Context: an optimization exercise on an open-source flow, tuned for small area, a short achievable clock period and few clock cycles per item. The choices shown serve that exercise and are no tape-out recipe.
Where RTL was checked, it was by simulation tests only, not by an equivalence proof against the original.
Only the layout flow was run in runs 1 and 2; the RTL was not checked for function there.
Power and IR drop assume default switching activity.

`design.v`:
```
package conv_pkg;
   localparam int DATA_W = 14;
   localparam int ACC_W  = 28;
   localparam int LANES  = 8;
   typedef logic signed [DATA_W-1:0] data_t;
endpackage
module sel_cell (
   input  logic            sel_n,
   input  logic            keep_n,
   input  conv_pkg::data_t nw,
   input  conv_pkg::data_t old,
   output conv_pkg::data_t y
);
   assign y = ~(({conv_pkg::DATA_W{sel_n}} | nw) & ({conv_pkg::DATA_W{keep_n}} | old));
endmodule
module mac_operand_scatter
#(
   parameter int N_TAPS   = 16,
   parameter int TREE_LAT = 5
) (
   input  logic                      clk,
   input  logic                      reset,
   input  conv_pkg::data_t                     in_data,
   input  logic                      in_valid,
   output logic                      in_ready,
   input  logic                      flush,
   input  logic                      w_we,
   input  logic [$clog2(N_TAPS)-1:0] w_addr,
   input  conv_pkg::data_t                     w_data,
   output logic                      w_err,
   output conv_pkg::data_t [conv_pkg::LANES-1:0]         lane_a,
   output conv_pkg::data_t [conv_pkg::LANES-1:0]         lane_b,
   output logic                      mac_en,
   output logic                      mac_clear,
   output logic                      sum_capture
);
   localparam int L = conv_pkg::LANES;
   logic              r_ph;           
   logic              r_rdy;          
   logic              r_en;           
   logic [3:0]        r_cnt;          
   logic [TREE_LAT+2:0] r_pipe;       
   conv_pkg::data_t   r_a [L];        
   conv_pkg::data_t   r_b [L];        
   conv_pkg::data_t   r_wa [L];       
   conv_pkg::data_t   r_wb [L];       
   logic              w_full;
   logic              w_shift;
   logic              w_sel_n, w_keep_n;
   logic              w_accept;
   logic              w_form;
   logic              w_wr;
   conv_pkg::data_t   w_dn, w_dz;
   assign w_full   = (r_cnt == 4'd15);
   assign in_ready = r_rdy;
   assign w_shift  = in_valid & r_rdy;
   assign w_sel_n  = ~w_shift | reset;
   assign w_keep_n = w_shift | reset;
   assign w_accept = w_shift & ~flush & ~reset;
   assign w_form   = w_accept & w_full;
   assign w_wr     = w_we & ~(r_pipe[0] & w_addr[3]);
   assign w_dn     = ~w_data;
   assign w_dz     = reset ? '0 : w_data;
   for (genvar gi = 0; gi < L; gi++) begin : g_bank
      conv_pkg::data_t w_sa, w_sb, w_na, w_nb;
      if (gi < L - 1) begin : g_mid
         assign w_sa = r_b[gi+1];
         assign w_sb = r_a[gi+1];
      end else begin : g_top
         assign w_sa = r_ph ? ~r_a[0] : ~in_data;
         assign w_sb = r_ph ? in_data : ~r_b[0];
      end
      sel_cell u_na (.sel_n(w_sel_n), .keep_n(w_keep_n), .nw(w_sa), .old(r_b[gi]), .y(w_na));
      sel_cell u_nb (.sel_n(w_sel_n), .keep_n(w_keep_n), .nw(w_sb), .old(r_a[gi]), .y(w_nb));
      logic w_hit, w_hit_a, w_hit_b;
      logic w_sel_a_n, w_keep_a_n, w_sel_b_n, w_keep_b_n;
      conv_pkg::data_t w_wna, w_wnb;
      assign w_hit      = w_wr && w_addr[2:0] == 3'(gi);
      assign w_hit_a    = w_hit & (w_addr[3] != r_ph);
      assign w_hit_b    = w_hit & (w_addr[3] == r_ph);
      assign w_sel_a_n  = ~w_hit_a | reset;
      assign w_keep_a_n = w_hit_a | reset;
      assign w_sel_b_n  = ~w_hit_b & ~reset;
      assign w_keep_b_n = w_hit_b;
      sel_cell u_wna (.sel_n(w_sel_a_n), .keep_n(w_keep_a_n), .nw(w_dn), .old(r_wb[gi]), .y(w_wna));
      sel_cell u_wnb (.sel_n(w_sel_b_n), .keep_n(w_keep_b_n), .nw(w_dz), .old(r_wa[gi]), .y(w_wnb));
      always_ff @(posedge clk) begin
         r_a[gi]  <= w_na;
         r_b[gi]  <= w_nb;
         r_wa[gi] <= w_wna;
         r_wb[gi] <= w_wnb;
      end
      assign lane_a[gi] = r_a[gi];
      assign lane_b[gi] = r_wa[gi];
   end
   always_ff @(posedge clk) begin
      if (reset) begin
         r_ph   <= 1'b0;
         r_rdy  <= 1'b1;
         r_en   <= 1'b0;
         r_cnt  <= '0;
         r_pipe <= '0;
         w_err  <= 1'b0;
      end else begin
         r_ph  <= ~r_ph;
         r_rdy <= flush | ~r_ph | ~(w_full | (w_accept & r_cnt == 4'd14));
         r_en  <= ~flush & (w_form | r_pipe[0]);
         if (flush)                   r_cnt <= '0;
         else if (w_accept & ~w_full) r_cnt <= r_cnt + 1'b1;
         if (flush) r_pipe <= '0;
         else       r_pipe <= {r_pipe[TREE_LAT+1:0], w_form};
         w_err <= w_we & ~w_wr;
      end
   end
   assign mac_en      = r_en;
   assign mac_clear   = r_pipe[0];
   assign sum_capture = r_pipe[TREE_LAT+2];
endmodule
```
`run.sh`:
```
#!/bin/bash
# synth_recipe.tcl (not shown) runs the flow's synth.tcl, then flattens the netlist and writes it again
# the make line also repeats each setting of config.mk as NAME=value (left out here)
make -C /OpenROAD-flow-scripts/flow DESIGN_CONFIG=/design/flow/config.mk WORK_HOME=/design/flow/orfs CLKGATE_MAP_FILE= SYNTH_SCRIPT=/design/flow/synth_recipe.tcl finish
```
`config.mk`:
```
export PLATFORM = sky130hd
export DESIGN_NAME = mac_operand_scatter
export DESIGN_NICKNAME = mac_operand_scatter
export VERILOG_FILES = /design/flow/design.v
export SDC_FILE = /design/flow/constraint.sdc
export NUM_CORES = 4
export LEC_CHECK = 0
export CAP_MARGIN = 20
export CORE_MARGIN = 2
export CORE_UTILIZATION = 40
export SLEW_MARGIN = 20
export SYNTH_HIERARCHICAL = 1
export SYNTH_MINIMUM_KEEP_SIZE = 0
```
`constraint.sdc`:
```
create_clock -name core_clock -period 5.0 [get_ports {clk}]
set_input_delay 1.0000 -clock core_clock [delete_from_list [all_inputs] [get_ports {clk}]]
set_output_delay 1.0000 -clock core_clock [all_outputs]
set_load 0.01 [all_outputs]
```
==> flow_summary_export.csv, run 1 <==
group,metric,value,unit
run_status,status,"finished clean",
pwr,seq_power_share,50.9,%
synth,yosys_warnings,15,
detailed_routing,drtAntennaViolNets,0,
sta,worstMarginPinSlew,984,ps
global_route,antenna_found_initial,0,
clock_tree,root_buffer,"clkbuf_16",
final_layout,fin_util,53.0,%
global_route,grt_pass1_wl,61600,um
place,placed_cells,1798,
floorplan,rows,67,
sta,post-route-period-util,53.1,%
clock_tree,clk_latency,550,ps
detailed_routing,vias,10600,
sta,setup_viol,0,
pwr,clockPowerShare,40.6,%
floorplan,die_height,189,um
final_layout,final_common_cell,"dfxtp_1",
synth,seq_area_frac_synth,68.0,%
place,gp_congestion,0.812,
global_route,grt_overflow,0,
clock_tree,cts_tree,"built",
global_route,grt_max_degree,98,
synth,synth_cell_types,34,
synth,ys_seq_elements,464,
place,post-place-ws,1760,ps
detailed_routing,drc,0,
pwr,pwr-share-comb,8.5,%
clock_tree,htree_levels,2,
critical_path,start_kind,"primary input",
floorplan,die_area,0.0356,mm^2
clock_tree,postCtsSetupBuffers,0,
sta,fin_ws,2340,ps
detailed_routing,firstDrtPassIters,4,
final_layout,final_cell_count_no_fill,1872,
place,dp_hpwl,27300,um
critical_path,worstPathArrival,3050,ps
sta,rsz0062_at_grt,"no",
final_layout,area_growth,30.3,%
pwr,switchingPower,1.90,mW
synth,synth-edff-count,0,
detailed_routing,wirelength,40500,um
final_layout,post-route-cell-area,0.0178,mm^2
sta,relSlewSlack,34.2,%
final_layout,final_nets,1436,
sta,hold_violations,0,
clock_tree,holdBufCountCts,0,
final_layout,drive_gt1_share,5.97,%
sta,fin_skew,18.0,ps
clock_tree,cts_made_buffers,44,
final_layout,antenna_cells,0,
synth,syn_inst,1147,
critical_path,crit_fanout,48,
pwr,intPower,6.17,mW
sta,layout_min_cycle_time,2660,ps
synth,synthArstFlopShare,0,%
detailed_routing,drt_iter0_markers,796,
floorplan,design.core.area,0.0335,mm^2
floorplan,ioPinCount,266,
synth,syn_nets,1186,
synth,syn_area,0.0137,mm^2
clock_tree,cts-resized-gates,0,
clock_tree,clk_pin_slew,70,ps
final_layout,final_cell_mix,"dfxtp_1 (463), o22ai_1 (448), clkdlybuf4s50_1 (265)",
detailed_routing,vias_per_cell,5.66,
global_route,grt_pass1_vias,10100,
sta,max_freq,376,MHz
clock_tree,cts_buffer_depth,3,
synth,avgSynthCellArea,11.9,um^2
pwr,p_leak,6.58,nW
pwr,power_density,454,mW/mm^2
pwr,peakVddDrop,280,uV
critical_path,path_class,"primary input to flop",
place,place_area,0.0163,mm^2
critical_path,critPathRequiredTime,5400,ps
synth,synth_ff_type,"dfxtp_1",
pwr,switching_share,23.5,%
detailed_routing,avgRoutedWirePerCell,21.6,um
sta,drv_slew,0,
floorplan,start_util,40.7,%
critical_path,end_kind,"flop",
floorplan,die_x,189,um
place,portBuffers,265,
global_route,grt_usage,22.0,%
flow_run,max_cap_violations,0,
sta,tns,0,ps
worst_hold_path,min_path_type,"flop to flop",
clock_tree,clock-sinks,464,
## cell usage after synthesis (2+ instances only)
| master | count | share of area (%) |
|---|---|---|
| clkbuf_1 | 5 | 0.14 |
| buf_2 | 4 | 0.15 |
| buf_4 | 32 | 1.8 |
| and2_1 | 15 | 0.69 |
| or3_1 | 2 | 0.092 |
| nand3_1 | 3 | 0.11 |
| inv_1 | 16 | 0.44 |
| mux2i_1 | 15 | 1.1 |
| ha_1 | 2 | 0.18 |
| a21oi_1 | 9 | 0.33 |
| a31oi_1 | 4 | 0.18 |
| buf_6 | 33 | 2.7 |
| a21o_1 | 8 | 0.44 |
| o21ai_0 | 14 | 0.51 |
| nor2_1 | 24 | 0.66 |
| dfxtp_1 | 464 | 68 |
| nor3_1 | 4 | 0.15 |
| o22ai_1 | 448 | 21 |
| nand2_1 | 25 | 0.69 |
| nand2b_1 | 6 | 0.28 |
## logic make-up (layout without fill, tap and decap cells)
kind of cell             after synthesis  count (layout)  share of synthesized area, %
buffers and inverters                 91             368                          5.24
adder cells (fa/ha/maj)                2               2                         0.183
flip-flops                           464             464                          68.0
AND/OR/NAND/NOR                       87              87                          3.09
multiplexers                          15              15                          1.10
AO/OA/AOI/OAI                        488             488                          22.3
## layout make-up
cell class | count | area, um^2
clock inverter | 8 | 120
inverter | 16 | 60.1
sequential | 464 | 9290
clock buffer | 65 | 1300
timing repair buffer | 279 | 2780
tap | 448 | 561
fill | 2943 | 15800
multi-input combinational | 592 | 3670
## Yosys stat by module (local to each module, per instance)
module / cells / copies in the design
sel_cell: 16 / 32
mac_operand_scatter: 635 / 1
## final timing paths
| check | start | endpoint | slack [ps] | cells after the start |
|---|---|---|---|---|
| setup / recovery | reset | r_a[4][2] | 2340 | 5 |
| setup reg to reg | r_pipe[0] | r_wa[3][5] | 3040 | 4 |
| hold reg to reg | r_wb[3][8] | r_wa[3][8] | 400 | 1 |
| hold / removal | r_wb[3][8] | r_wa[3][8] | 400 | 1 |
## state kept, by name, summed over array words and instances, names as in the netlist
register,cells
r_pipe,8
r_wb,112
r_a,112
r_wa,112
r_ph,1
r_cnt,4
r_en,1
r_b,112
r_rdy,1
w_err,1
## critical path, cell delays in order
cell             delay [ps]
clkdlybuf4s50_1         450
buf_4                   380
or2_4                   550
buf_4                   480
o22ai_1                 170
## metrics by stage
stage	hold WS, ps	power [mW]
2_1_floorplan	388	4.48
6_report	402	8.07
3_5_place_dp	395	4.86
5_1_grt	412	8.34
4_1_cts	403	8.12
3_3_place_gp	390	4.86
## power groups by stage
stage	sequential (mW)	combinational, mW	clock, mW
2_1_floorplan	4.17	0.307	0
3_3_place_gp	4.19	0.673	0
3_5_place_dp	4.18	0.681	0
4_1_cts	4.11	0.686	3.32
5_1_grt	4.13	0.737	3.48
6_report	4.11	0.688	3.28
## routing by layer
layer  global-route usage [%]  share of wire (%)  up-vias
met1                     29.2                 43     5188
met5                        0                  0        -
met4                     6.76                2.6        0
met3                     5.49                8.3       65
met2                     35.4                 46      407
li1                         -                  -     4932
==> run 2: changes to the inputs <==
==> flow/run.sh (new file) <==
#!/bin/bash
# The standard layout, with the port buffers made of the smallest buffer
# cell instead of the one ORFS picks by default.
set -euo pipefail
export BUFFER_PORTS_ARGS="-buffer_cell sky130_fd_sc_hd__buf_1"
bash standard.sh > standard_flow.log 2>&1
==> standard.sh (new file) <==
#!/bin/bash
# synth_recipe.tcl (not shown) runs the flow's synth.tcl, then flattens the netlist and writes it again
# the make line also repeats each setting of config.mk as NAME=value (left out here)
make -C /OpenROAD-flow-scripts/flow DESIGN_CONFIG=/design/flow/config.mk WORK_HOME=/design/flow/orfs CLKGATE_MAP_FILE= SYNTH_SCRIPT=/design/flow/synth_recipe.tcl "${@:-finish}"
removed: run.sh
==> flow_summary_export.csv, run 2 <==
group,metric,value,unit
floorplan,die_x,189,um
synth,avgSynthCellArea,11.9,um^2
detailed_routing,vias_per_cell,5.65,
critical_path,critPathRequiredTime,5400,ps
synth,synth-edff-count,0,
clock_tree,clk_latency,560,ps
synth,syn_area,0.0137,mm^2
clock_tree,root_buffer,"clkbuf_16",
critical_path,cpLargestDelayFamily,"buffers and inverters",
clock_tree,htree_levels,2,
critical_path,crit_fanout,64,
synth,synthTopCellsByArea,"dfxtp_1 (68%), o22ai_1 (21%), buf_6 (2.7%)",
floorplan,design.core.area,0.0335,mm^2
synth,synth_ff_type,"dfxtp_1",
detailed_routing,drc,0,
critical_path,worstPathArrival,3100,ps
sta,max_freq,371,MHz
synth,synthArstFlopShare,0,%
pwr,peakVddDrop,269,uV
global_route,grt_pass1_wl,60100,um
pwr,p_leak,5.97,nW
detailed_routing,vias,10600,
sta,relSlewSlack,27.8,%
floorplan,rows,67,
global_route,grt_pass1_vias,10000,
sta,tns,0,ps
final_layout,drive_gt1_share,6.42,%
final_layout,final_cell_mix,"dfxtp_1 (463), o22ai_1 (448), buf_1 (264)",
sta,post-route-period-util,53.9,%
synth,syn_inst,1147,
clock_tree,clock-sinks,464,
worst_hold_path,min_path_type,"flop to flop",
detailed_routing,drt_iter0_markers,858,
floorplan,die_area,0.0356,mm^2
clock_tree,cts-resized-gates,0,
clock_tree,clk_pin_slew,60,ps
critical_path,crit_slowest_cell,"or2_4",
flow_run,max_cap_violations,0,
place,dp_hpwl,26500,um
clock_tree,holdBufCountCts,0,
sta,drv_slew,0,
final_layout,final_nets,1435,
global_route,grt_usage,21.4,%
critical_path,slowest_delay,720,ps
critical_path,end_kind,"flop",
global_route,antenna_found_initial,0,
sta,hold_violations,0,
synth,synth_area_leader_cell,"dfxtp_1",
sta,setup_viol,0,
place,placed_cells,1796,
global_route,grt_overflow,0,
floorplan,die_height,189,um
synth,synth_cell_types,34,
sta,fin_skew,21.2,ps
pwr,power_density,497,mW/mm^2
final_layout,final_common_cell,"dfxtp_1",
place,portBuffers,265,
pwr,total_power,8.06,mW
floorplan,ioPinCount,266,
critical_path,worstPathCellList,"clkbuf_2, or2_4, buf_4, o22ai_1",
clock_tree,cts_tree,"built",
synth,yosys_warnings,15,
run_status,status,"finished clean",
detailed_routing,wirelength,39800,um
clock_tree,cts_buffer_depth,3,
final_layout,fin_util,48.4,%
global_route,grt_max_degree,90,
clock_tree,cts_made_buffers,46,
critical_path,path_class,"primary input to flop",
sta,layout_min_cycle_time,2700,ps
critical_path,critPathBufInv,2,
final_layout,antenna_cells,0,
final_layout,final_cell_count_no_fill,1880,
floorplan,start_util,40.7,%
final_layout,area_growth,18.8,%
synth,ys_seq_elements,464,
detailed_routing,firstDrtPassIters,5,
final_layout,post-route-cell-area,0.0162,mm^2
place,gp_congestion,0.791,
final_layout,fillers,3147,
synth,yosysTopAreaCellShare,68.0,%
critical_path,start_kind,"primary input",
sta,rsz0062_at_grt,"no",
detailed_routing,drtAntennaViolNets,0,
synth,ys_top_cells_by_count,"dfxtp_1 (464), o22ai_1 (448), buf_6 (33)",
place,place_area,0.0147,mm^2
detailed_routing,avgRoutedWirePerCell,21.1,um
synth,yosysMostFrequentCell,"dfxtp_1",
clock_tree,postCtsSetupBuffers,0,
synth,syn_nets,1186,
sta,worstMarginPinSlew,1080,ps
synth,seq_area_frac_synth,68.0,%
==> run 2: cell counts after synthesis <==
No cell type changed its count.
==> run 2: kinds of logic after synthesis <==
family	after synthesis	synth area share (%)
adder cells (fa/ha/maj)	2	0.183
multiplexers	15	1.10
AO/OA/AOI/OAI	488	22.3
flip-flops	464	68.0
AND/OR/NAND/NOR	87	3.09
buffers and inverters	91	5.24
==> run 2: final cells by class <==
class                   count  area [um^2]  share of cell area (%)
flip-flops and latches    464         9290                    57.3
multi-input cells         592         3670                    22.6
clock inverters            15          186                    1.15
clock buffers              69         1350                    8.32
well taps                 448          561                    3.46
repair buffers            276         1100                    6.80
inverters                  16         60.1                   0.370
==> run 2: modules after synthesis (local to each module, per instance) <==
module	flops+latches	cell area [um^2]
mac_operand_scatter	464	10200
sel_cell	0	106
==> run 2: report_power, final <==
group | switching (mW) | internal (mW)
logic | 0.343 | 0.184
clock network | 1.43 | 1.99
registers | 0.184 | 3.93
==> run 2: worst paths after layout <==
kind | start | endpoint | slack [ps] | cells after the start
setup / recovery | reset | r_b[2][0] | 2300 | 4
hold / removal | r_wb[5][2] | r_wa[5][2] | 400 | 1
setup reg to reg | r_ph | r_wb[7][7] | 2470 | 3
hold reg to reg | r_wb[5][2] | r_wa[5][2] | 400 | 1
==> run 2: worst reg2reg max path, stage by stage, from the launching register on <==
cell and delay, ps:
dfxtp_2 1040, o21ai_2 440, a21oi_2 670, o22ai_1 230
==> run 2: routing by layer <==
metal  vias to the layer above  GRT usage (%)  routed length (um)
met5                         -              0                   0
met4                         0           7.90                1290
met3                        83           6.11                3230
met2                       425           33.1               18100
met1                      5183           28.4               17100
li1                       4923              -                   -
==> run 2: through the flow <==
stage	setup WS [ps]	hold slack [ps]
final	2300	402
after global routing	2150	414
after CTS	1880	407
after detailed placement	1800	398
after global placement	1840	390
after floorplan	1840	388
==> run 3: changes to the inputs <==
--- a/design.v
+++ b/design.v
@@ -54,8 +54,8 @@
    assign w_full   = (r_cnt == 4'd15);
    assign in_ready = r_rdy;
    assign w_shift  = in_valid & r_rdy;
-   assign w_sel_n  = ~w_shift | reset;
-   assign w_keep_n = w_shift | reset;
+   assign w_sel_n  = ~w_shift;
+   assign w_keep_n = w_shift;
    assign w_accept = w_shift & ~flush & ~reset;
    assign w_form   = w_accept & w_full;
    assign w_wr     = w_we & ~(r_pipe[0] & w_addr[3]);
--- a/config.mk
+++ b/config.mk
@@ -8,6 +8,7 @@
 export CAP_MARGIN = 20
 export CORE_MARGIN = 2
 export CORE_UTILIZATION = 40
+export SETUP_SLACK_MARGIN = 2.8
 export SLEW_MARGIN = 20
 export SYNTH_HIERARCHICAL = 1
 export SYNTH_MINIMUM_KEEP_SIZE = 0
==> flow_summary_export.csv, run 3 <==
group,metric,value,unit
global_route,antenna_found_initial,3,
critical_path,crit_fanout,12,
critical_path,rrSetupSlack,2890,ps
critical_path,r2r_end,"r_wa[4][12]",
final_layout,final_common_cell,"dfxtp_1",
synth,ys_seq_elements,464,
floorplan,die_height,189,um
pwr,power_density,510,mW/mm^2
synth,synth_ff_type,"dfxtp_1",
floorplan,start_util,40.6,%
critical_path,worstPathArrival,2610,ps
sta,drv_slew,0,
floorplan,die_x,189,um
sta,relSlewSlack,24.1,%
clock_tree,htree_levels,2,
final_layout,multi_input_area,0.00371,mm^2
synth,synth_area_leader_cell,"dfxtp_1",
global_route,grt_max_degree,117,
final_layout,final_nets,1436,
sta,fin_skew,30.6,ps
sta,hold_violations,0,
detailed_routing,firstDrtPassIters,5,
synth,synthArstFlopShare,0,%
synth,syn_area,0.0136,mm^2
final_layout,final_cell_mix,"dfxtp_1 (453), o22ai_1 (448), buf_1 (242)",
synth,synth-edff-count,0,
floorplan,design.core.area,0.0335,mm^2
critical_path,cp-startpoint,"reset",
detailed_routing,avgRoutedWirePerCell,21.0,um
detailed_routing,drc,0,
run_status,status,"finished clean",
global_route,grt_overflow,0,
place,dp_hpwl,26100,um
sta,rsz0062_at_grt,"yes",
synth,ys_top_cells_by_count,"dfxtp_1 (464), o22ai_1 (448), buf_6 (33)",
place,gp_congestion,0.813,
sta,worstMarginPinSlew,1130,ps
synth,yosysMostFrequentCell,"dfxtp_1",
global_route,grt_usage,21.3,%
final_layout,fillers,3145,
sta,post-route-period-util,44.2,%
worst_hold_path,hold_start,"r_wb[1][12]",
flow_run,max_cap_violations,0,
clock_tree,clk_pin_slew,60,ps
final_layout,drive_gt1_share,10.6,%
synth,synthTopCellsByArea,"dfxtp_1 (68%), o22ai_1 (21%), buf_6 (2.7%)",
detailed_routing,wirelength,39500,um
critical_path,r2r_start,"r_ph",
detailed_routing,drtAntennaViolNets,0,
pwr,p_leak,6.00,nW
clock_tree,cts_tree,"built",
synth,yosysTopAreaCellShare,68.1,%
synth,synth_cell_types,31,
worst_hold_path,worst_hold_path.num_cells,1,
global_route,grt_pass1_wl,59500,um
floorplan,die_area,0.0356,mm^2
sta,layout_min_cycle_time,2210,ps
critical_path,path_class,"primary input to flop",
detailed_routing,vias,10500,
clock_tree,clock-sinks,464,
critical_path,start_kind,"primary input",
sta,setup_viol,0,
clock_tree,cts_buffer_depth,3,
clock_tree,holdBufCountCts,0,
worst_hold_path,min_path_type,"flop to flop",
global_route,grt_pass1_vias,9886,
synth,syn_nets,1186,
place,portBuffers,265,
critical_path,critPathRequiredTime,5400,ps
pwr,total_power,8.32,mW
synth,syn_inst,1147,
clock_tree,root_buffer,"clkbuf_16",
pwr,peakVddDrop,292,uV
critical_path,r2r_cells,5,
detailed_routing,drt_iter0_markers,703,
synth,yosys_warnings,15,
floorplan,rows,67,
floorplan,ioPinCount,266,
final_layout,fin_util,48.6,%
detailed_routing,vias_per_cell,5.61,
clock_tree,cts_made_buffers,46,
critical_path,end_kind,"flop",
synth,seq_area_frac_synth,68.1,%
clock_tree,clk_latency,570,ps
worst_hold_path,holdPathEnd,"r_wa[1][12]",
final_layout,area_growth,19.6,%
final_layout,seqCellArea,0.00930,mm^2
sta,max_freq,452,MHz
synth,avgSynthCellArea,11.9,um^2
sta,tns,0,ps
run 3: cell count changes in the layout (fill, tap and decap cells not counted), sizes merged, moves of 2 or more:
| cell | delta |
|---|---|
| a31oi | -4 |
| a21oi | +4 |
| buf | -11 |
| or3 | -2 |
| clkinv | -2 |
| clkbuf | +12 |
| inv | +3 |
| nand2b | -2 |
run 3: repair_timing:
action / CTS / global route
gates cloned: 1 / 1
resized for setup: 31 / 39
setup buffers: 0 / 1
pin swaps: 0 / 1
endpoints found under the setup margin: 413 / 342
run 3: where the power goes:
| group | total (mW) | switching, mW | internal, mW |
|---|---|---|---|
| sequential | 4.26 | 0.237 | 4.02 |
| clock | 3.38 | 1.40 | 1.98 |
| combinational | 0.675 | 0.422 | 0.254 |
| total | 8.32 | 2.06 | 6.26 |
run 3: worst max path at each step:
stage / depth (start not counted) / endpoint
floorplan: 5 / r_a[0][10]
global route: 5 / r_rdy
detailed placement: 5 / r_b[4][12]
global placement: 5 / r_a[2][9]
CTS: 5 / r_wa[4][6]
finish: 4 / r_wb[3][11]
run 3: cell type report:
class | instances | area share, %
clock inverter | 13 | 0.844
antenna | 1 | 0.0153
multi-input combinational | 590 | 22.8
tap | 448 | 3.44
sequential | 464 | 57.1
clock buffer | 70 | 8.35
timing repair inverter | 2 | 0.0614
inverter | 17 | 0.414
timing repair buffer | 276 | 7.03
run 3: stage by stage:
stage	setup slack [ps]	hold slack, ps	instances	cell area, um^2
after floorplan	2110	388	1147	13700
after global placement	1900	390	1793	14600
after detailed placement	1810	396	1793	14600
after CTS	2610	405	1877	16200
after global routing	2730	411	1880	16300
final	2790	402	1881	16300
run 3: kinds of logic after synthesis:
family	Yosys count	synth area share [%]
AO/OA/AOI/OAI	487	22.2
flip-flops	464	68.1
buffers and inverters	93	5.31
AND/OR/NAND/NOR	86	3.05
multiplexers	15	1.10
adder cells (fa/ha/maj)	2	0.184
run 3: per-module statistics from Yosys (local to each module, per instance):
| module | area, um^2 | flip-flops and latches | times used | cells |
|---|---|---|---|---|
| mac_operand_scatter | 10200 | 464 | 1 | 635 |
| sel_cell | 106 | 0 | 32 | 16 |
run 3: per-layer routing:
metal	vias up	global-route usage (%)	share of wire (%)	routed length, um
met2	452	34.0	46	18200
met5	-	0	0.066	26
met4	4	6.61	2.3	920
li1	4946	-	-	-
met1	5076	27.7	42	16600
met3	68	6.52	9.4	3720
run 3: critical path, cell delays in order:
cell and delay, ps:
buf_1 270, buf_4 290, nor2_1 870, o22ai_1 170
Testbench counts of run 3, summed over its fixed seeds: cycles 4,272, items 2,048.
==> run 4: changes to the inputs <==
--- a/config.mk
+++ b/config.mk
@@ -8,7 +8,6 @@
 export CAP_MARGIN = 20
 export CORE_MARGIN = 2
 export CORE_UTILIZATION = 40
-export SETUP_SLACK_MARGIN = 2.8
 export SLEW_MARGIN = 20
 export SYNTH_HIERARCHICAL = 1
 export SYNTH_MINIMUM_KEEP_SIZE = 0
==> flow_summary_export.csv, run 4 <==
group,metric,value,unit
synth,seq_area_frac_synth,68.1,%
floorplan,die_height,189,um
synth,synthAdderAreaFrac,0.184,%
synth,synth_top_family_by_area,"compound AO/OA/AOI/OAI gates",
pwr,clockPowerShare,42.0,%
pwr,power_density,521,mW/mm^2
floorplan,start_util,40.6,%
synth,yosysMostFrequentCell,"dfxtp_1",
pwr,peakVddDrop,344,uV
critical_path,end_kind,"flop",
synth,yosys.area_share.simple,3.05,%
sta,tns,0,ps
place,dp_hpwl,25800,um
synth,avgSynthCellArea,11.9,um^2
detailed_routing,drtAntennaViolNets,0,
clock_tree,cts_tree,"built",
synth,synth_compound_area_share,22.2,%
detailed_routing,wirelength,39200,um
synth,synth_mux_area_share,1.10,%
sta,whs,406,ps
global_route,grt_pass1_wl,58600,um
clock_tree,root_buffer,"clkbuf_16",
synth,synth-edff-count,0,
critical_path,path_class,"flop to flop",
sta,fin_skew,17.3,ps
synth,synthTopCellsByArea,"dfxtp_1 (68%), o22ai_1 (21%), buf_6 (2.7%)",
floorplan,die_area,0.0356,mm^2
synth,synth_ff_type,"dfxtp_1",
critical_path,critPathRequiredTime,5380,ps
final_layout,final_nets,1433,
final_layout,final_common_cell,"dfxtp_1",
flow_run,max_cap_violations,0,
pwr,p_leak,5.95,nW
floorplan,ioPinCount,266,
synth,syn_area,0.0136,mm^2
pwr,switchingPower,2.07,mW
sta,setup_viol,0,
clock_tree,cts-resized-gates,0,
synth,synth_xor_area_share,0,%
synth,ys_top_cells_by_count,"dfxtp_1 (464), o22ai_1 (448), buf_6 (33)",
synth,synth_area_leader_cell,"dfxtp_1",
final_layout,drive_gt1_share,6.65,%
synth,yosysTopAreaCellShare,68.1,%
sta,hold_violations,0,
place,post-place-ws,2030,ps
synth,syn_inst,1147,
clock_tree,clock-sinks,464,
sta,layout_min_cycle_time,2910,ps
critical_path,crit_fanout,47,
clock_tree,cts_made_buffers,46,
critical_path,worstPathArrival,3290,ps
clock_tree,postCtsSetupBuffers,0,
clock_tree,clk_latency,550,ps
sta,fin_ws,2090,ps
global_route,antenna_found_initial,2,
detailed_routing,drc,0,
critical_path,start_kind,"flop",
detailed_routing,vias_per_cell,5.60,
worst_hold_path,holdPathEnd,"r_wa[4][12]",
pwr,seq_power_share,50.4,%
detailed_routing,vias,10500,
worst_hold_path,hold_start,"r_wb[4][12]",
clock_tree,clk_pin_slew,60,ps
sta,rsz0062_at_grt,"no",
floorplan,design.core.area,0.0335,mm^2
worst_hold_path,worst_hold_path.num_cells,1,
sta,worstMarginPinSlew,1220,ps
clock_tree,holdBufCountCts,0,
final_layout,final_cell_mix,"dfxtp_1 (463), o22ai_1 (448), buf_1 (265)",
sta,post-route-period-util,58.3,%
pwr,total_power,8.45,mW
sta,max_freq,343,MHz
pwr,intPower,6.38,mW
synth,yosys_warnings,15,
global_route,grt_usage,20.9,%
critical_path,r2r_cells,3,
pwr,pwr-share-comb,7.7,%
clock_tree,htree_levels,2,
floorplan,rows,67,
sta,relSlewSlack,18.9,%
floorplan,die_x,189,um
synth,synth_cell_types,31,
clock_tree,cts_buffer_depth,3,
critical_path,r2r_start,"r_ph",
place,gp_congestion,0.797,
detailed_routing,firstDrtPassIters,4,
run_status,status,"finished clean",
critical_path,rrSetupSlack,2090,ps
sta,drv_slew,0,
global_route,grt_pass1_vias,9716,
critical_path,r2r_end,"r_wb[7][2]",
final_layout,area_growth,19.0,%
detailed_routing,drt_iter0_markers,606,
detailed_routing,avgRoutedWirePerCell,20.9,um
synth,syn_nets,1186,
worst_hold_path,min_path_type,"flop to flop",
pwr,switching_share,24.5,%
global_route,grt_overflow,0,
place,portBuffers,265,
synth,ys_seq_elements,464,
synth,synthArstFlopShare,0,%
global_route,grt_max_degree,231,
==> run 4: cell counts after synthesis <==
Identical to the previous run, type by type.
==> run 4: cell type report <==
cell class                 instances  area, um^2
sequential                       464        9290
inverter                          17        68.8
clock inverter                    19         221
fill                            3216       17300
clock buffer                      64        1370
timing repair buffer             275        1080
multi-input combinational        590        3620
antenna                            1        2.50
tap                              448         561
==> run 4: cells by family (layout without fill, tap and decap cells) <==
group | Yosys count | count (layout)
fa+ha+maj | 2 | 2
flops | 464 | 464
simple gates | 86 | 86
mux | 15 | 15
compound gates | 487 | 487
buf+inv | 93 | 375
other cells | 0 | 1
==> run 4: worst max path at each step <==
stage | start | to | slack (ps)
after CTS | r_ph | r_wb[5][0] | 2060
final | r_ph | r_wb[7][2] | 2090
after detailed placement | w_addr[3] | r_wb[5][4] | 2030
after global placement | w_addr[3] | r_wb[3][7] | 2010
after global routing | r_ph | r_wb[7][11] | 1740
after floorplan | in_valid | r_cnt[3] | 1250
==> run 4: power by group through the flow <==
stage	clock, mW	sequential [mW]	combinational, mW
floorplan	0	4.33	0.355
global placement	0	4.33	0.638
detailed placement	0	4.33	0.647
CTS	3.60	4.26	0.651
global route	3.76	4.30	0.707
finish	3.55	4.26	0.647
==> run 4: per-module statistics from Yosys (local to each module, per instance) <==
module,times used,area [um^2]
sel_cell,32,106
mac_operand_scatter,1,10200
==> run 4: per-layer routing <==
layer  GRT usage (%)  part of all wire, %  vias to the layer above
li1                -                    -                     4922
met1            26.1                   42                     5150
met2            34.4                   47                      379
met3            7.21                  9.5                       57
met4            5.83                  2.2                        0
met5               0                    0                        -
==> run 4: worst max-delay path, cell delays in order (launching register included) <==
cell and delay, ps:
dfxtp_2 970, o21ai_1 580, a21oi_1 1000, o22ai_1 200
==> run 4: stage by stage <==
stage	cell area [um^2]	utilization (%)	cells
after floorplan	13600	-	1147
after global placement	14600	43.6	1793
after detailed placement	14600	43.6	1794
after CTS	16200	48.4	1877
after global routing	16200	48.4	1877
final	16200	48.4	1878
==> run 5: changes to the inputs <==
--- a/config.mk
+++ b/config.mk
@@ -8,6 +8,7 @@
 export CAP_MARGIN = 20
 export CORE_MARGIN = 2
 export CORE_UTILIZATION = 40
+export SETUP_SLACK_MARGIN = 3.2
 export SLEW_MARGIN = 20
 export SYNTH_HIERARCHICAL = 1
 export SYNTH_MINIMUM_KEEP_SIZE = 0
==> flow_summary_export.csv, run 5 <==
group,metric,value,unit
floorplan,die_area,0.0356,mm^2
critical_path,start_kind,"flop",
floorplan,die_x,189,um
pwr,p_leak,8.56,nW
critical_path,crit_path_end,"lane_a[9]",
floorplan,rows,67,
final_layout,final_cell_mix,"o22ai_1 (375), dfxtp_1 (236), buf_6 (229)",
sta,worstMarginPinSlew,725,ps
pwr,total_power,9.06,mW
synth,avgSynthCellArea,11.9,um^2
detailed_routing,avgRoutedWirePerCell,23.4,um
pwr,seq_power_share,47.4,%
critical_path,rrSetupSlack,3120,ps
synth,ys_top_cells_by_count,"dfxtp_1 (464), o22ai_1 (448), buf_6 (33)",
floorplan,design.core.area,0.0335,mm^2
clock_tree,clk_latency,550,ps
sta,setup_viol,0,
floorplan,start_util,40.6,%
floorplan,die_height,189,um
critical_path,crit_cells,1,
worst_hold_path,worst_hold_path.num_cells,1,
global_route,grt_usage,24.3,%
pwr,pwr-share-comb,14.3,%
global_route,grt_overflow,0,
place,placed_cells,1791,
final_layout,fillers,2472,
final_layout,area_growth,56.5,%
detailed_routing,vias,12100,
critical_path,r2r_start,"r_ph",
global_route,antenna_found_initial,3,
clock_tree,clk_pin_slew,70,ps
final_layout,post-route-cell-area,0.0213,mm^2
sta,max_freq,484,MHz
sta,rsz0062_at_grt,"yes",
sta,layout_min_cycle_time,2070,ps
detailed_routing,vias_per_cell,5.72,
final_layout,fin_util,63.6,%
final_layout,final_nets,1671,
sta,whs,401,ps
synth,seq_area_frac_synth,68.1,%
pwr,switchingPower,2.28,mW
clock_tree,cts_buffer_depth,3,
place,portBuffers,265,
pwr,peakVddDrop,333,uV
detailed_routing,drt_iter0_markers,743,
critical_path,critPathBufInv,1,
detailed_routing,wirelength,49400,um
sta,drv_slew,0,
critical_path,r2r_end,"r_wa[5][6]",
global_route,grt_pass1_vias,11600,
place,post-place-ws,2060,ps
critical_path,crit_fanout,3,
clock_tree,cts_made_buffers,46,
synth,yosysTopAreaCellShare,68.1,%
critical_path,end_kind,"output port",
synth,synthArstFlopShare,0,%
global_route,grt_max_degree,116,
synth,synth-edff-count,0,
synth,yosys_warnings,15,
synth,syn_nets,1186,
critical_path,r2r_cells,6,
sta,hold_violations,0,
sta,post-route-period-util,41.4,%
synth,synthTopCellsByArea,"dfxtp_1 (68%), o22ai_1 (21%), buf_6 (2.7%)",
worst_hold_path,hold_start,"r_wb[0][12]",
final_layout,drive_gt1_share,55.2,%
place,place_area,0.0150,mm^2
synth,synth_ff_type,"dfxtp_1",
critical_path,cpLargestDelayFamily,"flip-flops",
final_layout,final_cell_count_no_fill,2114,
clock_tree,clock-sinks,464,
synth,yosysMostFrequentCell,"dfxtp_1",
critical_path,slowest_delay,400,ps
synth,syn_area,0.0136,mm^2
synth,synth_cell_types,31,
flow_run,max_cap_violations,0,
pwr,power_density,425,mW/mm^2
synth,syn_inst,1147,
floorplan,ioPinCount,266,
worst_hold_path,min_path_type,"flop to flop",
sta,fin_skew,27.0,ps
detailed_routing,firstDrtPassIters,5,
critical_path,worstPathCellList,"buf_6",
sta,relSlewSlack,51.6,%
place,dp_hpwl,26000,um
critical_path,worstPathArrival,1070,ps
clock_tree,holdBufCountCts,0,
detailed_routing,drc,0,
final_layout,final_common_cell,"o22ai_1",
sta,tns,0,ps
critical_path,crit_slowest_cell,"dfxtp_4",
synth,synth_area_leader_cell,"dfxtp_1",
clock_tree,cts_tree,"built",
clock_tree,root_buffer,"clkbuf_16",
global_route,grt_pass1_wl,68200,um
clock_tree,htree_levels,2,
detailed_routing,drtAntennaViolNets,0,
sta,fin_ws,2930,ps
synth,ys_seq_elements,464,
place,gp_congestion,0.831,
critical_path,cp-startpoint,"r_a[0][9]",
run_status,status,"finished clean",
critical_path,critPathRequiredTime,4000,ps
pwr,clockPowerShare,38.4,%
critical_path,path_class,"flop to output port",
pwr,switching_share,25.1,%
pwr,intPower,6.78,mW
==> run 5: cell counts after synthesis <==
No cell type changed its count.
==> run 5: routing by layer <==
metal / GRT usage, % / part of all wire (%)
met5: 0 / 0.047
met2: 41.0 / 49
met3: 6.69 / 8.4
met4: 8.29 / 3.9
met1: 29.9 / 38
==> run 5: layout make-up <==
class	count	area, um^2	share of cell area [%]
tap	448	561	2.63
antenna	1	2.50	0.0117
sequential	464	9620	45.1
inverter	17	67.6	0.317
clock inverter	9	124	0.581
clock buffer	72	1410	6.61
multi-input combinational	599	4780	22.4
timing repair inverter	3	22.5	0.106
timing repair buffer	501	4750	22.2
==> run 5: power groups by stage <==
stage	Clock (mW)	Sequential, mW	Combinational (mW)
2_1_floorplan	0	4.33	0.396
3_3_place_gp	0	4.33	0.669
3_5_place_dp	0	4.33	0.682
4_1_cts	3.50	4.28	1.17
5_1_grt	3.66	4.32	1.36
6_report	3.47	4.29	1.29
==> run 5: how the worst min path moves through the flow <==
stage,endpoint,slack [ps]
after global routing,r_wa[4][7],410
final,r_wa[0][12],400
after CTS,r_wa[0][12],400
after floorplan,r_wa[0][12],390
after detailed placement,r_wa[0][12],390
after global placement,r_wa[5][12],390
==> run 5: kinds of logic after synthesis <==
group / after synthesis / share of synthesized area [%]
muxes: 15 / 1.10
adders and majority gates: 2 / 0.184
and+or+nand+nor: 86 / 3.05
AOI/OAI and AO/OA: 487 / 22.2
buffers and inverters: 93 / 5.31
DFF: 464 / 68.1
==> run 5: timing repair <==
item | CTS | global route
gates cloned | 5 | 14
endpoints found under the hold margin | 0 | 0
gates resized for setup | 778 | 108
buffers inserted | 175 | 47
endpoints found under the setup margin | 682 | 413
pin swaps | 2 | 10
==> run 5: per-module statistics from Yosys (local to each module, per instance) <==
module / flip-flops and latches / area, um^2 / times used
mac_operand_scatter: 464 / 10200 / 1
sel_cell: 0 / 106 / 32
==> run 6: changes to the inputs <==
--- a/config.mk
+++ b/config.mk
@@ -8,6 +8,8 @@
 export CAP_MARGIN = 20
 export CORE_MARGIN = 2
 export CORE_UTILIZATION = 40
+export CTS_CLUSTER_DIAMETER = 60
+export CTS_CLUSTER_SIZE = 30
 export SETUP_SLACK_MARGIN = 3.2
 export SLEW_MARGIN = 20
 export SYNTH_HIERARCHICAL = 1
==> flow_summary_export.csv, run 6 <==
group,metric,value,unit
sta,rsz0062_at_grt,"yes",
synth,syn_nets,1186,
global_route,grt_overflow,0,
synth,avgSynthCellArea,11.9,um^2
sta,fin_skew,18.8,ps
final_layout,fin_util,61.1,%
clock_tree,root_buffer,"clkbuf_16",
final_layout,final_cell_count_no_fill,2074,
synth,ys_top_cells_by_count,"dfxtp_1 (464), o22ai_1 (448), buf_6 (33)",
place,gp_congestion,0.831,
synth,yosysMostFrequentCell,"dfxtp_1",
detailed_routing,wl_met2,23100,um
sta,relSlewSlack,54.1,%
synth,syn_area,0.0136,mm^2
floorplan,design.core.area,0.0335,mm^2
critical_path,rrSetupSlack,3170,ps
pwr,intPower,6.00,mW
detailed_routing,wirelength,46900,um
critical_path,slowest_delay,420,ps
global_route,antenna_found_initial,3,
global_route,grt_pass1_vias,11200,
synth,ys_seq_elements,464,
sta,drv_slew,0,
detailed_routing,drc,0,
critical_path,start_kind,"flop",
clock_tree,cts_buffer_depth,3,
floorplan,start_util,40.6,%
detailed_routing,drt_iter0_markers,801,
flow_run,max_cap_violations,0,
final_layout,area_growth,50.2,%
synth,synth-edff-count,0,
synth,synth_ff_type,"dfxtp_1",
critical_path,path_class,"flop to output port",
floorplan,die_area,0.0356,mm^2
worst_hold_path,holdPathEnd,"r_wa[6][3]",
sta,post-route-period-util,42.4,%
sta,setup_viol,0,
clock_tree,clk_pin_slew,90,ps
place,post-place-ws,2060,ps
place,placed_cells,1791,
detailed_routing,drt-met1-wl,18700,um
floorplan,die_height,189,um
clock_tree,cts_made_buffers,29,
synth,synthArstFlopShare,0,%
pwr,seq_power_share,51.7,%
critical_path,r2r_start,"r_pipe[0]",
global_route,grt_pass1_wl,66900,um
detailed_routing,top_layer,"met5",
global_route,grt_max_degree,116,
pwr,p_leak,8.24,nW
detailed_routing,firstDrtPassIters,6,
critical_path,crit_slowest_cell,"dfxtp_4",
synth,yosysTopAreaCellShare,68.1,%
synth,seq_area_frac_synth,68.1,%
global_route,grt_usage,23.6,%
critical_path,worstPathArrival,1120,ps
pwr,switchingPower,2.28,mW
critical_path,critPathRequiredTime,4000,ps
detailed_routing,avgRoutedWirePerCell,22.6,um
pwr,power_density,405,mW/mm^2
critical_path,r2r_end,"r_wa[1][7]",
run_status,status,"finished clean",
synth,syn_inst,1147,
worst_hold_path,min_path_type,"flop to flop",
sta,layout_min_cycle_time,2120,ps
detailed_routing,vias_per_cell,5.69,
worst_hold_path,worst_hold_path.num_cells,1,
sta,hold_violations,0,
critical_path,worstPathCellList,"buf_6",
critical_path,r2r_cells,7,
clock_tree,clock-sinks,464,
pwr,pwr-share-comb,15.3,%
critical_path,cpLargestDelayFamily,"flip-flops",
clock_tree,clk_latency,580,ps
sta,fin_ws,2880,ps
floorplan,rows,67,
final_layout,final_common_cell,"o22ai_1",
clock_tree,htree_levels,1,
critical_path,crit_fanout,3,
synth,synth_cell_types,31,
worst_hold_path,hold_start,"r_wb[6][3]",
sta,worstMarginPinSlew,688,ps
place,dp_hpwl,26000,um
floorplan,ioPinCount,266,
pwr,clockPowerShare,33.0,%
synth,synth_area_leader_cell,"dfxtp_1",
final_layout,drive_gt1_share,52.3,%
detailed_routing,vias,11800,
final_layout,final_nets,1641,
sta,tns,0,ps
synth,yosys_warnings,15,
final_layout,final_cell_mix,"o22ai_1 (415), dfxtp_1 (235), buf_6 (230)",
sta,max_freq,472,MHz
critical_path,critPathBufInv,1,
place,portBuffers,265,
critical_path,end_kind,"output port",
pwr,switching_share,27.6,%
clock_tree,cts_tree,"built",
floorplan,die_x,189,um
synth,synthTopCellsByArea,"dfxtp_1 (68%), o22ai_1 (21%), buf_6 (2.7%)",
pwr,peakVddDrop,410,uV
detailed_routing,wl_met3,3710,um
detailed_routing,drtAntennaViolNets,0,
==> run 6: cell counts after synthesis <==
No cell type changed its count.
==> run 6: cell type report <==
type | count | area, um^2
diodes | 1 | 2.50
clock buffers | 32 | 767
clock inverters | 22 | 319
fillers | 2615 | 13100
inverters | 17 | 67.6
multi-input cells | 595 | 4420
flip-flops and latches | 464 | 9620
well taps | 448 | 561
repair buffers | 492 | 4690
repair inverters | 3 | 20.0
==> run 6: routing by layer <==
layer / vias up / track usage (%)
li1: 5357 / -
met4: 4 / 5.35
met3: 93 / 5.57
met5: - / 0
met1: 5806 / 29.9
met2: 547 / 40.9
==> run 6: cell families (layout without fill, tap and decap cells) <==
group / after synthesis / count (layout) / synth area share [%]
flops: 464 / 464 / 68.1
compound gates: 487 / 487 / 22.2
simple gates: 86 / 91 / 3.05
fa+ha+maj: 2 / 2 / 0.184
other cells: 0 / 1 / 0
mux: 15 / 15 / 1.10
buf+inv: 93 / 566 / 5.31
==> run 6: how the worst max path moves through the flow <==
stage | start | end | cells past startpoint
finish | r_a[0][7] | lane_a[7] | 1
global route | r_a[0][7] | lane_a[7] | 1
CTS | r_a[0][7] | lane_a[7] | 1
detailed placement | in_valid | r_b[2][5] | 5
global placement | in_valid | r_a[1][9] | 5
floorplan | in_valid | r_a[0][10] | 5
==> run 6: timing repair <==
action | 4_1_cts | 5_1_grt
pin swaps | 3 | 9
hold buffers | 0 | 0
setup endpoints to repair | 681 | 376
gates resized for setup | 777 | 63
setup buffers | 172 | 42
cloned | 4 | 10
==> run 6: stage by stage <==
stage                     area, um^2  hold WS, ps  power (mW)
after floorplan                14100          388        4.72
after global placement         15000          391        5.00
after detailed placement       15000          395        5.01
after CTS                      19600          400        8.21
after global routing           20500          410        8.57
final                          20500          399        8.29
==> run 6: Yosys stat by module (local to each module, per instance) <==
module,area [um^2],copies in the design
mac_operand_scatter,10200,1
sel_cell,106,32
==> run 6: power groups by stage <==
stage	clock network [mW]	registers (mW)	logic (mW)
finish	2.74	4.29	1.26
detailed placement	0	4.33	0.682
floorplan	0	4.33	0.396
CTS	2.78	4.28	1.16
global route	2.92	4.32	1.33
global placement	0	4.33	0.669
==> run 7: changes to the inputs <==
--- a/config.mk
+++ b/config.mk
@@ -10,7 +10,7 @@
 export CORE_UTILIZATION = 40
 export CTS_CLUSTER_DIAMETER = 60
 export CTS_CLUSTER_SIZE = 30
-export SETUP_SLACK_MARGIN = 3.2
+export SETUP_SLACK_MARGIN = 2.9
 export SLEW_MARGIN = 20
 export SYNTH_HIERARCHICAL = 1
 export SYNTH_MINIMUM_KEEP_SIZE = 0
==> flow_summary_export.csv, run 7 <==
group,metric,value,unit
detailed_routing,firstDrtPassIters,5,
global_route,grt_max_degree,225,
sta,rsz0062_at_grt,"yes",
synth,syn_inst,1147,
synth,synthArstFlopShare,0,%
floorplan,die_area,0.0356,mm^2
place,portBuffers,265,
pwr,pwr-share-comb,12.0,%
synth,syn_nets,1186,
final_layout,post-route-cell-area,0.0176,mm^2
critical_path,crit_slowest_cell,"dfxtp_4",
clock_tree,clk_pin_slew,110,ps
place,dp_hpwl,26300,um
sta,relSlewSlack,31.4,%
clock_tree,holdBufCountCts,0,
critical_path,crit_fanout,2,
final_layout,final_common_cell,"o22ai_1",
final_layout,final_cell_mix,"o22ai_1 (448), dfxtp_1 (257), dfxtp_2 (196)",
sta,post-route-period-util,41.9,%
floorplan,ioPinCount,266,
sta,drv_slew,0,
critical_path,slowest_delay,380,ps
clock_tree,cts_made_buffers,31,
floorplan,start_util,40.6,%
place,gp_congestion,0.819,
sta,layout_min_cycle_time,2090,ps
pwr,p_leak,7.14,nW
sta,max_freq,477,MHz
critical_path,rrSetupSlack,3000,ps
synth,ys_top_cells_by_count,"dfxtp_1 (464), o22ai_1 (448), buf_6 (33)",
synth,yosys_warnings,15,
pwr,power_density,456,mW/mm^2
pwr,total_power,8.03,mW
pwr,intPower,5.85,mW
pwr,switching_share,27.2,%
detailed_routing,drc,0,
synth,ys_seq_elements,464,
flow_run,max_cap_violations,0,
critical_path,cpLargestDelayFamily,"flip-flops",
final_layout,fin_util,52.5,%
detailed_routing,avgRoutedWirePerCell,20.8,um
detailed_routing,drt_iter0_markers,778,
critical_path,path_class,"flop to output port",
detailed_routing,vias,10800,
floorplan,die_height,189,um
global_route,grt_pass1_vias,10100,
place,place_area,0.0146,mm^2
sta,hold_violations,0,
pwr,switchingPower,2.18,mW
clock_tree,root_buffer,"clkbuf_16",
clock_tree,clk_latency,590,ps
global_route,antenna_found_initial,2,
clock_tree,clock-sinks,464,
critical_path,worstPathArrival,1090,ps
clock_tree,cts_buffer_depth,3,
floorplan,design.core.area,0.0335,mm^2
critical_path,worstPathCellList,"buf_6",
pwr,seq_power_share,53.1,%
pwr,peakVddDrop,380,uV
worst_hold_path,min_path_type,"flop to flop",
synth,synth_cell_types,31,
detailed_routing,drtAntennaViolNets,0,
global_route,grt_pass1_wl,59800,um
detailed_routing,wirelength,40300,um
global_route,grt_overflow,0,
synth,synth-edff-count,0,
final_layout,final_cell_count_no_fill,1935,
synth,yosysTopAreaCellShare,68.1,%
clock_tree,htree_levels,1,
final_layout,area_growth,29.2,%
sta,fin_skew,22.4,ps
pwr,clockPowerShare,35.0,%
clock_tree,cts_tree,"built",
critical_path,critPathBufInv,1,
synth,yosysMostFrequentCell,"dfxtp_1",
place,placed_cells,1791,
sta,tns,0,ps
floorplan,rows,67,
run_status,status,"finished clean",
synth,synthTopCellsByArea,"dfxtp_1 (68%), o22ai_1 (21%), buf_6 (2.7%)",
global_route,grt_usage,21.3,%
floorplan,die_x,189,um
critical_path,critPathRequiredTime,4000,ps
final_layout,drive_gt1_share,41.4,%
critical_path,start_kind,"flop",
sta,setup_viol,0,
synth,seq_area_frac_synth,68.1,%
synth,avgSynthCellArea,11.9,um^2
synth,synth_ff_type,"dfxtp_1",
critical_path,end_kind,"output port",
final_layout,final_nets,1500,
sta,worstMarginPinSlew,1020,ps
synth,syn_area,0.0136,mm^2
detailed_routing,vias_per_cell,5.57,
synth,synth_area_leader_cell,"dfxtp_1",
run 7: path summary, 6_finish.rpt:
kind	cells past startpoint	from	endpoint
min	1	r_wb[3][12]	r_wa[3][12]
max	1	r_a[1][5]	lane_a[19]
max reg2reg	5	r_ph	r_wa[5][8]
min reg2reg	1	r_wb[3][12]	r_wa[3][12]
run 7: final cells by class:
type                            count  area, um^2
Clock buffer                       33         793
Antenna cell                        1        2.50
Sequential cell                   464        9580
Fill cell                        3020       15900
Multi-Input combinational cell    590        3710
Timing Repair Buffer              357        2530
Tap cell                          448         561
Inverter                           17        67.6
Clock inverter                     25         359
run 7: logic make-up (layout without fill, tap and decap cells):
logic type	after synthesis	in the layout	share of synthesized area, %
simple gates	86	86	3.05
compound gates	487	487	22.2
mux	15	15	1.10
other cells	0	1	0
flops	464	464	68.1
fa+ha+maj	2	2	0.184
buf+inv	93	432	5.31
run 7: modules after synthesis, one instance, submodules excluded:
| module | times used | cells inside | flops+latches |
|---|---|---|---|
| mac_operand_scatter | 1 | 635 | 464 |
| sel_cell | 32 | 16 | 0 |
run 7: repair_timing:
item / 4_1_cts / 5_1_grt
gates resized for setup: 514 / 91
endpoints found under the setup margin: 338 / 332
setup buffers: 64 / 21
endpoints found under the hold margin: 0 / 0
run 7: power by group through the flow:
| stage | clock network (mW) | logic, mW | registers, mW |
|---|---|---|---|
| floorplan | 0 | 0.365 | 4.33 |
| global placement | 0 | 0.654 | 4.32 |
| detailed placement | 0 | 0.662 | 4.32 |
| CTS | 2.85 | 0.881 | 4.25 |
| global route | 2.99 | 1.03 | 4.30 |
| finish | 2.81 | 0.962 | 4.26 |
run 7: metal layers:
metal	routed length, um	vias up	track usage (%)
li1	-	5047	-
met1	16500	5268	26.8
met2	19000	401	35.2
met3	3640	65	6.11
met4	1220	0	6.76
met5	0	-	0
run 7: metrics by stage:
step / hold WS, ps / worst slack (ps)
floorplan: 388 / 2110
global placement: 391 / 2060
detailed placement: 397 / 1960
CTS: 405 / 2880
global route: 410 / 2870
finish: 403 / 2910
==> run 8: changes to the inputs <==
--- a/config.mk
+++ b/config.mk
@@ -10,7 +10,7 @@
 export CORE_UTILIZATION = 40
 export CTS_CLUSTER_DIAMETER = 60
 export CTS_CLUSTER_SIZE = 30
-export SETUP_SLACK_MARGIN = 2.9
+export SETUP_SLACK_MARGIN = 3.0
 export SLEW_MARGIN = 20
 export SYNTH_HIERARCHICAL = 1
 export SYNTH_MINIMUM_KEEP_SIZE = 0
==> flow_summary_export.csv, run 8 <==
group,metric,value,unit
clock_tree,clk_latency,590,ps
clock_tree,htree_levels,1,
synth,yosysMostFrequentCell,"dfxtp_1",
pwr,p_leak,8.12,nW
pwr,peakVddDrop,347,uV
place,post-place-ws,1910,ps
detailed_routing,drc,0,
detailed_routing,vias,11400,
synth,synth_cell_types,31,
global_route,grt_overflow,0,
sta,fin_ws,2910,ps
critical_path,crit_slowest_cell,"dfxtp_2",
synth,ys_seq_elements,464,
final_layout,final_nets,1626,
synth,ys_top_cells_by_count,"dfxtp_1 (464), o22ai_1 (448), buf_6 (33)",
floorplan,die_x,189,um
run_status,status,"finished clean",
critical_path,end_kind,"output port",
synth,synth-edff-count,0,
floorplan,rows,67,
critical_path,slowest_delay,390,ps
place,placed_cells,1791,
final_layout,final_common_cell,"o22ai_1",
synth,syn_nets,1186,
clock_tree,clk_pin_slew,110,ps
global_route,grt_max_degree,108,
sta,worstMarginPinSlew,936,ps
detailed_routing,drt_iter0_markers,690,
synth,yosysTopAreaCellShare,68.1,%
floorplan,die_area,0.0356,mm^2
sta,rsz0062_at_grt,"yes",
global_route,grt_pass1_wl,65100,um
worst_hold_path,min_path_type,"flop to flop",
pwr,total_power,8.42,mW
critical_path,critPathRequiredTime,4000,ps
sta,max_freq,478,MHz
sta,layout_min_cycle_time,2090,ps
place,dp_hpwl,26400,um
clock_tree,clock-sinks,464,
detailed_routing,avgRoutedWirePerCell,21.3,um
sta,fin_skew,22.0,ps
sta,hold_violations,0,
synth,syn_inst,1147,
global_route,grt_pass1_vias,11000,
critical_path,path_class,"flop to output port",
critical_path,critPathBufInv,1,
synth,synth_area_leader_cell,"dfxtp_1",
final_layout,area_growth,44.9,%
detailed_routing,drtAntennaViolNets,0,
clock_tree,cts_tree,"built",
critical_path,start_kind,"flop",
clock_tree,root_buffer,"clkbuf_16",
final_layout,final_cell_mix,"o22ai_1 (447), dfxtp_1 (237), buf_6 (226)",
sta,relSlewSlack,37.4,%
synth,synth_ff_type,"dfxtp_1",
detailed_routing,vias_per_cell,5.55,
floorplan,die_height,189,um
synth,synthTopCellsByArea,"dfxtp_1 (68%), o22ai_1 (21%), buf_6 (2.7%)",
critical_path,cpLargestDelayFamily,"flip-flops",
detailed_routing,wirelength,43900,um
synth,yosys_warnings,15,
clock_tree,cts_buffer_depth,3,
place,gp_congestion,0.805,
synth,synthArstFlopShare,0,%
critical_path,worstPathArrival,1090,ps
sta,setup_viol,0,
clock_tree,cts_made_buffers,30,
pwr,power_density,427,mW/mm^2
floorplan,ioPinCount,266,
critical_path,worstPathCellList,"buf_6",
sta,post-route-period-util,41.9,%
clock_tree,holdBufCountCts,0,
final_layout,final_cell_count_no_fill,2061,
critical_path,crit_fanout,2,
global_route,grt_usage,23.1,%
global_route,antenna_found_initial,3,
synth,syn_area,0.0136,mm^2
detailed_routing,firstDrtPassIters,7,
final_layout,fillers,2666,
floorplan,design.core.area,0.0335,mm^2
synth,avgSynthCellArea,11.9,um^2
synth,seq_area_frac_synth,68.1,%
flow_run,max_cap_violations,0,
place,portBuffers,265,
sta,drv_slew,0,
floorplan,start_util,40.6,%
final_layout,drive_gt1_share,48.5,%
sta,tns,0,ps
run 8: per-stage QoR:
| step | hold WS, ps | util [%] | cell area, um^2 |
|---|---|---|---|
| 2_1_floorplan | 388 | - | 13700 |
| 3_3_place_gp | 390 | 43.8 | 14700 |
| 3_5_place_dp | 394 | 43.8 | 14700 |
| 4_1_cts | 401 | 57.3 | 19200 |
| 5_1_grt | 410 | 58.9 | 19700 |
| 6_report | 400 | 58.9 | 19700 |
run 8: cells by family (layout without fill, tap and decap cells):
family / Yosys count / in the layout / synth area share, %
compound gates: 487 / 487 / 22.2
fa+ha+maj: 2 / 2 / 0.184
buf+inv: 93 / 556 / 5.31
flops: 464 / 464 / 68.1
mux: 15 / 15 / 1.10
other cells: 0 / 2 / 0
simple gates: 86 / 87 / 3.05
run 8: Yosys stat by module, one instance, submodules excluded:
module / times used / cell area (um^2) / cells inside / flops+latches
mac_operand_scatter: 1 / 10200 / 635 / 464
sel_cell: 32 / 106 / 16 / 0
run 8: area by class of cell:
cell class / count / area (um^2) / share of cell area (%)
diodes: 2 / 5.00 / 0.0253
multi-input cells: 591 / 3860 / 19.6
repair inverters: 2 / 15.0 / 0.0760
well taps: 448 / 561 / 2.84
flip-flops and latches: 464 / 9610 / 48.7
repair buffers: 481 / 4410 / 22.3
inverters: 17 / 67.6 / 0.342
clock buffers: 31 / 776 / 3.93
clock inverters: 25 / 433 / 2.19
run 8: worst paths after layout:
| path | startpoint | end | slack (ps) | cells after the start |
|---|---|---|---|---|
| setup / recovery | r_wa[5][3] | lane_b[73] | 2910 | 1 |
| hold reg to reg | r_wb[6][5] | r_wa[6][5] | 400 | 1 |
| setup reg to reg | r_ph | r_wa[0][4] | 3060 | 6 |
| hold / removal | r_wb[6][5] | r_wa[6][5] | 400 | 1 |
run 8: layer usage:
layer  track usage [%]  vias up  part of all wire (%)
li1                  -     5290                     -
met1              28.9     5675                    41
met2              39.0      422                    48
met3              6.69       60                   8.1
met4              6.07        0                   2.5
met5                 0        -                     0
run 8: what timing repair did:
| item | in CTS | in global routing |
|---|---|---|
| resized for setup | 768 | 52 |
| cloned | 2 | 2 |
| buffers inserted | 167 | 41 |
| pin swaps | 0 | 2 |
| setup endpoints to repair | 682 | 470 |
run 8: power breakdown:
part	internal, mW	switching [mW]
logic	0.639	0.539
registers	4.05	0.229
clock network	1.40	1.57
==> run 9: changes to the inputs <==
--- a/config.mk
+++ b/config.mk
@@ -7,10 +7,11 @@
 export LEC_CHECK = 0
 export CAP_MARGIN = 20
 export CORE_MARGIN = 2
-export CORE_UTILIZATION = 40
+export CORE_UTILIZATION = 80
 export CTS_CLUSTER_DIAMETER = 60
 export CTS_CLUSTER_SIZE = 30
-export SETUP_SLACK_MARGIN = 3.0
+export PLACE_DENSITY = 0.88
+export SETUP_SLACK_MARGIN = 2.9
 export SLEW_MARGIN = 20
 export SYNTH_HIERARCHICAL = 1
 export SYNTH_MINIMUM_KEEP_SIZE = 0
==> flow_summary_export.csv, run 9 <==
group,metric,value,unit
critical_path,critPathRequiredTime,4000,ps
pwr,clockPowerShare,27.4,%
synth,synth_cell_types,31,
place,dp_hpwl,24400,um
place,gp_congestion,0.868,
clock_tree,root_buffer,"clkbuf_16",
synth,yosysMostFrequentCell,"dfxtp_1",
critical_path,crit_cells,1,
critical_path,crit_slowest_cell,"dfxtp_1",
sta,rsz0062_at_grt,"no",
synth,synth-edff-count,0,
floorplan,ioPinCount,266,
run_status,status,"finished clean",
pwr,pwr-share-comb,10.5,%
final_layout,final_nets,1404,
synth,ys_seq_elements,464,
synth,yosys_warnings,15,
critical_path,end_kind,"output port",
clock_tree,cts_buffer_depth,3,
global_route,grt_usage,42.1,%
floorplan,die_x,135,um
critical_path,cpLargestDelayFamily,"flip-flops",
pwr,peakVddDrop,429,uV
final_layout,drive_gt1_share,20.8,%
clock_tree,clk_pin_slew,110,ps
critical_path,slowest_delay,430,ps
sta,drv_slew,0,
sta,layout_min_cycle_time,2140,ps
clock_tree,cts_tree,"built",
pwr,intPower,5.12,mW
sta,hold_violations,0,
detailed_routing,drt_iter0_markers,1654,
floorplan,rows,47,
worst_hold_path,min_path_type,"flop to flop",
global_route,grt_max_degree,131,
critical_path,worstPathCellList,"clkbuf_2",
synth,avgSynthCellArea,11.9,um^2
sta,setup_viol,0,
critical_path,cp-startpoint,"r_a[3][7]",
critical_path,path_class,"flop to output port",
flow_run,max_cap_violations,0,
sta,whs,422,ps
clock_tree,cts_made_buffers,19,
synth,yosysTopAreaCellShare,68.1,%
floorplan,die_area,0.0181,mm^2
critical_path,critPathBufInv,1,
pwr,seq_power_share,62.1,%
final_layout,antenna_cells,0,
detailed_routing,drc,0,
global_route,antenna_found_initial,0,
sta,worstMarginPinSlew,981,ps
sta,max_freq,467,MHz
critical_path,crit_fanout,3,
synth,synthArstFlopShare,0,%
critical_path,r2r_start,"r_ph",
detailed_routing,wirelength,41800,um
synth,synth_area_leader_cell,"dfxtp_1",
floorplan,design.core.area,0.0166,mm^2
pwr,power_density,451,mW/mm^2
critical_path,rrSetupSlack,2960,ps
sta,relSlewSlack,34.3,%
floorplan,start_util,81.9,%
pwr,switchingPower,1.81,mW
clock_tree,htree_levels,1,
synth,syn_inst,1147,
final_layout,area_growth,12.9,%
global_route,grt_pass1_vias,10500,
synth,syn_nets,1186,
critical_path,worstPathArrival,1140,ps
global_route,grt_overflow,0,
final_layout,final_common_cell,"o22ai_1",
detailed_routing,vias_per_cell,7.30,
pwr,p_leak,5.87,nW
place,portBuffers,265,
pwr,switching_share,26.1,%
detailed_routing,vias,11600,
synth,synthTopCellsByArea,"dfxtp_1 (68%), o22ai_1 (21%), buf_6 (2.7%)",
synth,seq_area_frac_synth,68.1,%
sta,tns,0,ps
global_route,grt_pass1_wl,59500,um
critical_path,r2r_cells,3,
detailed_routing,drtAntennaViolNets,0,
synth,ys_top_cells_by_count,"dfxtp_1 (464), o22ai_1 (448), buf_6 (33)",
synth,synth_ff_type,"dfxtp_1",
final_layout,fin_util,92.4,%
critical_path,crit_path_end,"lane_a[49]",
detailed_routing,firstDrtPassIters,8,
critical_path,start_kind,"flop",
critical_path,r2r_end,"r_wb[6][13]",
sta,fin_skew,31.9,ps
detailed_routing,avgRoutedWirePerCell,26.3,um
final_layout,final_cell_mix,"o22ai_1 (445), dfxtp_1 (373), buf_1 (147)",
sta,post-route-period-util,42.8,%
place,place_area,0.0143,mm^2
clock_tree,clock-sinks,464,
floorplan,die_height,135,um
synth,syn_area,0.0136,mm^2
final_layout,post-route-cell-area,0.0154,mm^2
clock_tree,clk_latency,540,ps
[run 9: cell families after synthesis]
logic type                 count (synthesis)  share of synthesized area (%)
and+or+nand+nor                           86                           3.05
adders and majority gates                  2                          0.184
AOI/OAI and AO/OA                        487                           22.2
muxes                                     15                           1.10
buffers and inverters                     93                           5.31
DFF                                      464                           68.1
[run 9: metrics by stage]
stage | setup WS (ps) | cells | power (mW)
floorplan | 2110 | 1147 | 4.69
detailed placement | 1950 | 1560 | 4.97
finish | 2860 | 1588 | 6.94
global placement | 2130 | 1560 | 4.93
CTS | 2900 | 1586 | 6.83
global route | 2830 | 1588 | 7.10
[run 9: worst min-delay path by stage]
| stage | from | end | slack [ps] | cells after the start |
|---|---|---|---|---|
| global placement | r_wb[2][12] | r_wa[2][12] | 390 | 1 |
| floorplan | r_wb[0][12] | r_wa[0][12] | 390 | 1 |
| CTS | r_wb[6][12] | r_wa[6][12] | 400 | 1 |
| detailed placement | r_wb[7][12] | r_wa[7][12] | 390 | 1 |
| finish | r_wb[0][12] | r_wa[0][12] | 420 | 1 |
| global route | r_wb[5][3] | r_wa[5][3] | 430 | 1 |
[run 9: cell type report]
| class | count | area, um^2 |
|---|---|---|
| sequential | 464 | 9420 |
| multi-input combinational | 590 | 3770 |
| timing repair buffer | 273 | 1300 |
| fill | 586 | 1260 |
| clock buffer | 20 | 479 |
| tap | 220 | 275 |
| clock inverter | 4 | 77.6 |
| inverter | 17 | 67.6 |
[run 9: per-module statistics from Yosys, one instance, submodules excluded]
module | copies in the design | flip-flops and latches
mac_operand_scatter | 1 | 464
sel_cell | 32 | 0
[run 9: timing repair]
item / 4_1_cts / 5_1_grt
buffers inserted: 1 / 2
endpoints found under the setup margin: 421 / 310
hold buffers: 0 / 0
resized for setup: 119 / 137
cloned: 1 / 0
pin swaps: 1 / 0
[run 9: power groups by stage]
stage / Clock, mW / Sequential, mW / Combinational (mW)
final: 1.90 / 4.31 / 0.729
after global routing: 2.01 / 4.33 / 0.764
after CTS: 1.88 / 4.27 / 0.673
after floorplan: 0 / 4.33 / 0.365
after detailed placement: 0 / 4.34 / 0.632
after global placement: 0 / 4.33 / 0.604
[run 9: metal layers]
metal | wire length (um) | global-route usage, % | up-vias
met5 | 0 | 0 | -
met4 | 2260 | 18.0 | 0
met3 | 4510 | 7.39 | 237
met2 | 20700 | 73.6 | 1025
met1 | 14300 | 51.6 | 5507
li1 | - | - | 4825

-- static timing again, ports no longer ideal --
The flow's constraints put no driver on any port. The routed layouts listed below were extracted and timed again, unchanged, in two steps. Step 1 assumes that a clkbuf_16 drives the clock port and a buf_2 every other input. Step 2, shift: input delay + t, output delay - t, t = (earliest + latest rising clock arrival at the registers) / 2. This alone moves slack from input paths to output paths. Three values: ideal, step 1, step 2; two values: the first two.
run | t, ns | setup slack, ns | worst setup path at the end | latest minus earliest clock arrival (ns) | worst data-port slew with drivers (ns)
run 1 | 0.589 | 2.344 / 2.343 / 1.754 | input to register | 0.023 / 0.023 | 0.09
run 2 | 0.597 | 2.305 / 2.302 / 1.704 | input to register | 0.025 / 0.025 | 0.07
run 3 | 0.603 | 2.789 / 2.779 / 2.217 | input to register | 0.032 / 0.033 | 0.10
run 4 | 0.585 | 2.087 / 2.087 / 2.020 | input to register | 0.025 / 0.024 | 0.07
run 5 | 0.593 | 2.932 / 2.879 / 2.496 | input to register | 0.031 / 0.030 | 0.09
run 6 | 0.631 | 2.882 / 2.829 / 2.536 | input to register | 0.027 / 0.027 | 0.09
run 7 | 0.631 | 2.906 / 2.857 / 2.337 | input to register | 0.025 / 0.025 | 0.07
run 8 | 0.627 | 2.906 / 2.854 / 2.427 | input to register | 0.029 / 0.029 | 0.09
run 9 | 0.571 | 2.860 / 2.813 / 2.318 | input to register | 0.032 / 0.033 | 0.08
After both steps every run listed still meets setup and hold. For run 2, which loses most, drivers alone change the setup slack by -0.003 ns; drivers and shift together by -0.601 ns.
